Context: an optimization exercise on an open-source flow, tuned for small area. The choices shown serve that exercise and are no tape-out recipe. Function was checked by simulation only, so behaviour that the tests miss may differ from the original. Power is estimated from default activity; no workload was simulated.

==> run K <==
## timer_heap_scheduler_core
module timer_heap_scheduler_core
#(
  parameter int DEPTH = ths_pkg::DEPTH_DEF
) (
  input  logic        clk,
  input  logic        rst_n,
  input  logic        start,
  output logic        busy,
  input  logic        in_operation,
  input  logic [15:0] in_delay,
  input  logic [7:0]  in_timer_id,
  output logic        out_valid,
  output logic [1:0]  out_kind,
  output logic [7:0]  out_fired_id,
  output logic [31:0] out_at_time,
  output logic        out_last
);
  localparam int PW = (DEPTH > 1) ? $clog2(DEPTH) : 1;
  logic          busy_r;      
  logic          op_r;        
  logic          dpass_r;     
  logic          f2_r;        
  logic          found_r;     
  logic          more_r;      
  logic          clr_r;       
  logic [PW-1:0] pcnt_r;      
  logic [7:0]    idr_r;       
  logic [15:0]   dreg_r;      
  logic [31:0]   t_r;         
  logic          ov_r;
  logic [1:0] kind_r;
  ...
==> module timer_heap_scheduler_core, before the edit <==
module timer_heap_scheduler_core
#(
  parameter int DEPTH = ths_pkg::DEPTH_DEF
) (
  input  logic        clk,
  input  logic        rst_n,
  input  logic        start,
  output logic        busy,
  input  logic        in_operation,
  input  logic [15:0] in_delay,
  input  logic [7:0]  in_timer_id,
  output logic        out_valid,
  output logic [1:0]  out_kind,
  output logic [7:0]  out_fired_id,
  output logic [31:0] out_at_time,
  output logic        out_last
);
  localparam int PW = (DEPTH > 1) ? $clog2(DEPTH) : 1;
  logic          busy_r;      
  logic          op_r;        
  logic          dpass_r;     
  logic          f2_r;        
  logic          found_r;     
  logic          more_r;      
  logic          clr_r;       
  logic [PW-1:0] pcnt_r;      
  logic [7:0]    idr_r;       
  logic [15:0]   dreg_r;      
  logic [31:0]   t_r;         
  logic          ov_r;
  logic [1:0] kind_r;
  logic          last_r;
  logic [23:0]   head, wdata;
  logic [15:0]   hrel;
  logic [7:0]    hid;
  logic          hfree, hdue, id_lt;
  logic          take_req, ins, take, dec, pass_end;
  logic          found_nxt, more_nxt;
  logic [15:0]   wrel;
  logic [7:0]    wid;
  ths_heap_ram #(.DEPTH(DEPTH)) u_ram (
    .clk   (clk),
    .wdata (wdata),
    .head  (head)
  );
  ths_cmp u_cmp (
    .a  (hid),
    .b  (idr_r),
    .lt (id_lt)
  );
  assign hrel  = head[23:8];
  assign hid   = head[7:0];
  assign hfree = clr_r || (hrel == 16'd0);
  assign hdue  = !clr_r && (hrel == 16'd1);
  assign take_req = rst_n && start && !busy_r;
  assign ins      = busy_r && !op_r && !found_r && hfree;
  assign take     = busy_r && op_r && !dpass_r && hdue && (!found_r || id_lt);
  assign dec      = busy_r && op_r && dpass_r;
  assign pass_end = busy_r && !f2_r && (pcnt_r == PW'(DEPTH - 1));
  assign found_nxt = found_r || ins || take;
  assign more_nxt  = more_r || (busy_r && op_r && !dpass_r && hdue && found_r);
  always_comb begin
    wrel = hrel;
    wid  = hid;
    if (clr_r) begin
      wrel = 16'd0;
    end
    if (dec && hrel != 16'd0) begin
      wrel = hrel - 16'd1;
    end
    if (ins) begin
      wrel = dreg_r;
      wid  = idr_r;
    end
    if (take) begin
      wrel = {15'd0, found_r};
      wid  = idr_r;
    end
  end
  assign wdata = {wrel, wid};
  always_ff @(posedge clk) begin
    if (!rst_n) begin
      busy_r <= 1'b0;
      clr_r  <= 1'b1;
      t_r    <= 32'd0;
      ov_r   <= 1'b0;
      f2_r   <= 1'b0;
    end else begin
      ov_r <= 1'b0;
      if (take_req) begin
        busy_r <= 1'b1;
        if (in_operation) begin
          t_r <= t_r + 32'd1;
        end
      end
      if (pass_end) begin
        clr_r <= 1'b0;
        if (!op_r) begin
          ov_r <= 1'b1;
          f2_r <= found_nxt && dreg_r == 16'd0;
          if (!(found_nxt && dreg_r == 16'd0)) begin
            busy_r <= 1'b0;
          end
        end else if (!dpass_r) begin
          ov_r <= found_nxt;
        end else begin
          busy_r <= 1'b0;
        end
      end
      if (f2_r) begin
        ov_r   <= 1'b1;
        busy_r <= 1'b0;
        f2_r   <= 1'b0;
      end
    end
  end
  always_ff @(posedge clk) begin
    pcnt_r  <= pcnt_r + 1'b1;
    found_r <= found_nxt;
    more_r  <= more_nxt;
    if (take) begin
      idr_r <= hid;
    end
    if (pass_end) begin
      if (!op_r) begin
        kind_r <= found_nxt ? 2'(ths_pkg::KIND_ACCEPT) : 2'(ths_pkg::KIND_REJECT);
        last_r <= !(found_nxt && dreg_r == 16'd0);
      end else begin
        kind_r <= 2'(ths_pkg::KIND_FIRE);
        last_r <= !more_nxt;
        found_r <= 1'b0;
        more_r  <= 1'b0;
        if (!more_nxt) begin
          dpass_r <= 1'b1;
        end
      end
    end
    if (f2_r) begin
      kind_r <= 2'(ths_pkg::KIND_FIRE);
      last_r <= 1'b1;
    end
    if (take_req) begin
      op_r    <= in_operation;
      pcnt_r  <= '0;
      found_r <= 1'b0;
      more_r  <= 1'b0;
      dpass_r <= 1'b0;
      if (!in_operation) begin
        idr_r  <= in_timer_id;
        dreg_r <= in_delay;
      end
    end
  end
  assign busy         = busy_r;
  assign out_valid    = ov_r;
  assign out_kind     = kind_r;
  assign out_fired_id = idr_r;
  assign out_at_time  = t_r;
  assign out_last     = last_r;
endmodule
==> flow/config.mk <==
export PLATFORM = sky130hd
export DESIGN_NAME = timer_heap_scheduler_core
export DESIGN_NICKNAME = timer_heap_scheduler_core
export VERILOG_FILES = /design/flow/design.v
export SDC_FILE = /design/flow/constraint.sdc
export NUM_CORES = 4
export LEC_CHECK = 0
export ABC_AREA = 1
export CAP_MARGIN = 20
export CORE_MARGIN = 2
export CORE_UTILIZATION = 70
export CTS_BUF_LIST = sky130_fd_sc_hd__clkbuf_4
export SLEW_MARGIN = 20
==> flow/constraint.sdc <==
create_clock -name core_clock -period 9.0 [get_ports {clk}]
set_input_delay 1.8000 -clock core_clock [delete_from_list [all_inputs] [get_ports {clk}]]
set_output_delay 1.8000 -clock core_clock [all_outputs]
set_load 0.01 [all_outputs]
run.sh (not shown) runs the stock make flow with config.mk's settings and CLKGATE_MAP_FILE= SYNTH_SCRIPT=/design/flow/synth_recipe.tcl, a recipe that flattens the netlist after the stock synthesis.
==> inputs of run D, as changes to run K <==
--- a/flow/design.v
+++ b/flow/design.v
@@ -61,6 +61,5 @@
   logic [31:0]   t_r;         
   logic          ov_r;
-  logic [1:0] kind_r;
-  logic          last_r;
+  logic          dz;          
   logic [23:0]   head, wdata;
   logic [15:0]   hrel;
@@ -94,6 +93,5 @@
   always_comb begin
     wrel = hrel;
-    wid  = hid;
-    if (clr_r) begin
+    if (clr_r || (take && !found_r)) begin
       wrel = 16'd0;
     end
@@ -103,11 +101,7 @@
     if (ins) begin
       wrel = dreg_r;
-      wid  = idr_r;
-    end
-    if (take) begin
-      wrel = {15'd0, found_r};
-      wid  = idr_r;
     end
   end
+  assign wid = (ins || take) ? idr_r : hid;
   assign wdata = {wrel, wid};
   always_ff @(posedge clk) begin
@@ -130,6 +124,6 @@
         if (!op_r) begin
           ov_r <= 1'b1;
-          f2_r <= found_nxt && dreg_r == 16'd0;
-          if (!(found_nxt && dreg_r == 16'd0)) begin
+          f2_r <= found_nxt && dz;
+          if (!(found_nxt && dz)) begin
             busy_r <= 1'b0;
           end
@@ -154,21 +148,10 @@
       idr_r <= hid;
     end
-    if (pass_end) begin
-      if (!op_r) begin
-        kind_r <= found_nxt ? 2'(ths_pkg::KIND_ACCEPT) : 2'(ths_pkg::KIND_REJECT);
-        last_r <= !(found_nxt && dreg_r == 16'd0);
-      end else begin
-        kind_r <= 2'(ths_pkg::KIND_FIRE);
-        last_r <= !more_nxt;
-        found_r <= 1'b0;
-        more_r  <= 1'b0;
-        if (!more_nxt) begin
-          dpass_r <= 1'b1;
-        end
+    if (pass_end && op_r) begin
+      found_r <= 1'b0;
+      more_r  <= 1'b0;
+      if (!more_nxt) begin
+        dpass_r <= 1'b1;
       end
-    end
-    if (f2_r) begin
-      kind_r <= 2'(ths_pkg::KIND_FIRE);
-      last_r <= 1'b1;
     end
     if (take_req) begin
@@ -186,7 +169,9 @@
   assign busy         = busy_r;
   assign out_valid    = ov_r;
-  assign out_kind     = kind_r;
+  assign dz = (dreg_r == 16'd0);
+  assign out_kind     = (op_r || (found_r && dz && !f2_r)) ? 2'(ths_pkg::KIND_FIRE) :
+                        found_r ? 2'(ths_pkg::KIND_ACCEPT) : 2'(ths_pkg::KIND_REJECT);
   assign out_fired_id = idr_r;
   assign out_at_time  = t_r;
-  assign out_last     = last_r;
+  assign out_last     = op_r ? dpass_r : !f2_r;
 endmodule
==> flow/flow/run.sh (new file) <==
#!/bin/bash
# Layout flow: the standard ORFS flow, with the port buffers made from the smallest
# buffer cell (sky130_fd_sc_hd__buf_1) instead of the cell buffer_ports picks by default.
# Every input and output port still gets its own buffer. Full output in flow_standard.log.
set -euo pipefail
bash standard.sh "BUFFER_PORTS_ARGS=-buffer_cell sky130_fd_sc_hd__buf_1" finish > flow_standard.log 2>&1
==> flow/standard.sh (new file) <==
#!/bin/bash
# synth_recipe.tcl (not shown) runs the flow's synth.tcl, then flattens the netlist and writes it again
# the make line also repeats each setting of config.mk as NAME=value (left out here)
make -C /OpenROAD-flow-scripts/flow DESIGN_CONFIG=/design/flow/config.mk WORK_HOME=/design/flow/orfs CLKGATE_MAP_FILE= SYNTH_SCRIPT=/design/flow/synth_recipe.tcl "${@:-finish}"
ABC_AREA = not set   (was 1)
CORE_UTILIZATION = 60   (was 70)
CTS_BUF_LIST = not set   (was sky130_fd_sc_hd__clkbuf_4)
CTS_CLUSTER_DIAMETER = 120   (was not set)
CTS_CLUSTER_SIZE = 30   (was not set)
removed: flow/run.sh
==> inputs of run P, as changes to run K <==
--- a/flow/design.v
+++ b/flow/design.v
@@ -61,6 +61,5 @@
   logic [31:0]   t_r;         
   logic          ov_r;
-  logic [1:0] kind_r;
-  logic          last_r;
+  logic          dz;          
   logic [23:0]   head, wdata;
   logic [15:0]   hrel;
@@ -71,4 +70,25 @@
   logic [15:0]   wrel;
   logic [7:0]    wid;
+  logic [31:0]   t_inc;
+  logic [15:0]   hrel_dec;
+  logic [PW-1:0] pcnt_inc;
+  always_comb begin
+    logic c;
+    c = take_req && in_operation;
+    for (int i = 0; i < 32; i++) begin
+      t_inc[i] = t_r[i] ^ c;
+      c        = c & t_r[i];
+    end
+    c = dec && (hrel != 16'd0);
+    for (int i = 0; i < 16; i++) begin
+      hrel_dec[i] = hrel[i] ^ c;
+      c           = c & ~hrel[i];
+    end
+    c = 1'b1;
+    for (int i = 0; i < PW; i++) begin
+      pcnt_inc[i] = pcnt_r[i] ^ c;
+      c           = c & pcnt_r[i];
+    end
+  end
   ths_heap_ram #(.DEPTH(DEPTH)) u_ram (
     .clk   (clk),
@@ -93,21 +113,13 @@
   assign more_nxt  = more_r || (busy_r && op_r && !dpass_r && hdue && found_r);
   always_comb begin
-    wrel = hrel;
-    wid  = hid;
-    if (clr_r) begin
+    wrel = hrel_dec;
+    if (clr_r || (take && !found_r)) begin
       wrel = 16'd0;
-    end
-    if (dec && hrel != 16'd0) begin
-      wrel = hrel - 16'd1;
     end
     if (ins) begin
       wrel = dreg_r;
-      wid  = idr_r;
-    end
-    if (take) begin
-      wrel = {15'd0, found_r};
-      wid  = idr_r;
     end
   end
+  assign wid = (ins || take) ? idr_r : hid;
   assign wdata = {wrel, wid};
   always_ff @(posedge clk) begin
@@ -120,9 +132,7 @@
     end else begin
       ov_r <= 1'b0;
+      t_r  <= t_inc;
       if (take_req) begin
         busy_r <= 1'b1;
-        if (in_operation) begin
-          t_r <= t_r + 32'd1;
-        end
       end
       if (pass_end) begin
@@ -130,6 +140,6 @@
         if (!op_r) begin
           ov_r <= 1'b1;
-          f2_r <= found_nxt && dreg_r == 16'd0;
-          if (!(found_nxt && dreg_r == 16'd0)) begin
+          f2_r <= found_nxt && dz;
+          if (!(found_nxt && dz)) begin
             busy_r <= 1'b0;
           end
@@ -148,5 +158,5 @@
   end
   always_ff @(posedge clk) begin
-    pcnt_r  <= pcnt_r + 1'b1;
+    pcnt_r  <= pcnt_inc;
     found_r <= found_nxt;
     more_r  <= more_nxt;
@@ -154,21 +164,10 @@
       idr_r <= hid;
     end
-    if (pass_end) begin
-      if (!op_r) begin
-        kind_r <= found_nxt ? 2'(ths_pkg::KIND_ACCEPT) : 2'(ths_pkg::KIND_REJECT);
-        last_r <= !(found_nxt && dreg_r == 16'd0);
-      end else begin
-        kind_r <= 2'(ths_pkg::KIND_FIRE);
-        last_r <= !more_nxt;
-        found_r <= 1'b0;
-        more_r  <= 1'b0;
-        if (!more_nxt) begin
-          dpass_r <= 1'b1;
-        end
+    if (pass_end && op_r) begin
+      found_r <= 1'b0;
+      more_r  <= 1'b0;
+      if (!more_nxt) begin
+        dpass_r <= 1'b1;
       end
-    end
-    if (f2_r) begin
-      kind_r <= 2'(ths_pkg::KIND_FIRE);
-      last_r <= 1'b1;
     end
     if (take_req) begin
@@ -186,7 +185,9 @@
   assign busy         = busy_r;
   assign out_valid    = ov_r;
-  assign out_kind     = kind_r;
+  assign dz = (dreg_r == 16'd0);
+  assign out_kind     = (op_r || (found_r && dz && !f2_r)) ? 2'(ths_pkg::KIND_FIRE) :
+                        found_r ? 2'(ths_pkg::KIND_ACCEPT) : 2'(ths_pkg::KIND_REJECT);
   assign out_fired_id = idr_r;
   assign out_at_time  = t_r;
-  assign out_last     = last_r;
+  assign out_last     = op_r ? dpass_r : !f2_r;
 endmodule
==> flow/flow/run.sh (new file) <==
#!/bin/bash
# Layout flow: the standard ORFS flow with two changes that leave the design and the
# measurement alone:
#  - synthesis is the standard flow's own script (synth_recipe.tcl) with ABC's combinational mapping
#    done by an area-oriented script (flow/area.abc) instead of ORFS's speed script;
#    registers, their names and cell types come out as in the standard synthesis;
#    ORFS's half-adder extraction is skipped (ADDER_MAP_FILE empty) so that ABC maps the
#    counters together with their enable and reset logic;
#  - the port buffers are the smallest buffer cell (sky130_fd_sc_hd__buf_1); every input
#    and output port still gets its own buffer.
# Full tool output: flow_standard.log (and ORFS's per-step logs under orfs/logs).
set -euo pipefail
W=$PWD
ABC_SCRIPT=$W/flow/area.abc
cat > $W/area_synth.tcl <<EOT
proc synth {args} { yosys synth -nofsm -noshare {*}\$args }
proc abc {args} {
  set i [lsearch -exact \$args -script]
  if { \$i >= 0 } { lset args [expr {\$i + 1}] $ABC_SCRIPT }
  yosys abc {*}\$args
}
source \$::env(SCRIPTS_DIR)/synth.tcl
# left out here: clear keep_hierarchy, flatten, clean up
yosys rename -hide {w:*\$func\$*}
write_verilog -noattr -nohex -nodec \$::env(RESULTS_DIR)/1_2_yosys.v
EOT
bash standard.sh SYNTH_SCRIPT=$W/area_synth.tcl ADDER_MAP_FILE= \
  "BUFFER_PORTS_ARGS=-buffer_cell sky130_fd_sc_hd__buf_1" finish > flow_standard.log 2>&1
==> flow/flow/area.abc (new file) <==
strash
&get -n
&fraig -x
&put
scorr
dc2
strash
&get -n
&dch -f
&nf -R 1000
&put
strash
&get -n
&dch -f
&nf -R 1000
&put
==> flow/standard.sh (new file) <==
#!/bin/bash
# synth_recipe.tcl (not shown) runs the flow's synth.tcl, then flattens the netlist and writes it again
# the make line also repeats each setting of config.mk as NAME=value (left out here)
make -C /OpenROAD-flow-scripts/flow DESIGN_CONFIG=/design/flow/config.mk WORK_HOME=/design/flow/orfs CLKGATE_MAP_FILE= SYNTH_SCRIPT=/design/flow/synth_recipe.tcl "${@:-finish}"
ABC_AREA = not set   (was 1)
CORE_UTILIZATION = 60   (was 70)
CTS_BUF_LIST = not set   (was sky130_fd_sc_hd__clkbuf_4)
CTS_CLUSTER_DIAMETER = 120   (was not set)
CTS_CLUSTER_SIZE = 30   (was not set)
removed: flow/run.sh
==> comparison <==
The lowest core utilization belongs to run D, the highest to run K. In run P the synthesized area is smaller than in run K, by about 12%. Between run D and run P, the lower register-to-register slack is in run P (gap 3400 ps). In sequential power, run K and run D hardly differ. In run K the combinational power is higher than in run P, by about 140%. The highest critical path depth belongs to run P, the lowest to run D. Against run P, the synthesized cell count of run K is larger by 42%. Setup slack: run K > run D > run P.
==> figures <==
item	run K	run D	run P
Startpoint of the worst-slack reg-to-reg timing path	u_ram.ring_r[8]	u_ram.ring_r[8]	busy_r
Outcome	complete, no violations	complete, no violations	complete, no violations
Net Switching	0.9623 mW	0.6932 mW	0.6615 mW
Post-synthesis share of cell area spent on full adders, half adders and majority gates	1.240%	1.302%	0.3758%
PnR worst setup slack	5276 ps	5224 ps	1588 ps
Drt via density	5.141	5.207	4.843
Length of routed wiring on met1	10080 um	8151 um	7209 um
CTS HTree Levels	3	1	1
Amount of wire on met2 after detailed routing	12480 um	8015 um	6566 um
Number of nets in the layout	1216	925	838
GRT met2 Usage	47.66%	27.81%	24.99%
Fill cells	838	1367	1270
R2R depth	7	7	24
Post-synth design cell area	12110 um2	11530 um2	10660 um2
Xor and xnor area share after synthesis	1.446%	2.051%	0.8220%
Post-layout minimum cycle time	3724 ps	3776 ps	7412 ps
Register area	9279 um2	9219 um2	9219 um2

[afterwards: timing with drivers on the ports]
How much do the figures lean on ideal ports? The routed layouts below were timed once more, with nothing changed but the port constraints. Step 1 assumes that a clkbuf_16 drives the clock port and a buf_2 every other input. Step 2 also shifts input and output timing later by t, the mid clock arrival at the registers, as if the neighbouring blocks saw the same clock. Three values: no drivers, after step 1, after step 2; two values: the first two.
run | t, ns | setup WS [ns] | worst hold slack (ns) | worst slew at a driven data input, ns | cell pins on the clock port's net
run K | 0.746 | 5.276 / 5.293 / 4.547 | 0.274 / 0.274 / 0.274 | 0.07 | 1
run D | 0.548 | 5.224 / 5.182 / 4.982 | 0.321 / 0.321 / 0.321 | 0.05 | 1
run P | 0.541 | 1.588 / 1.611 / 1.070 | 0.313 / 0.313 / 0.313 | 0.04 | 1
After both steps every run listed still meets setup and hold. The setup slack of run K, which loses most, moves by +0.017 ns with the drivers and by -0.729 ns with both steps.
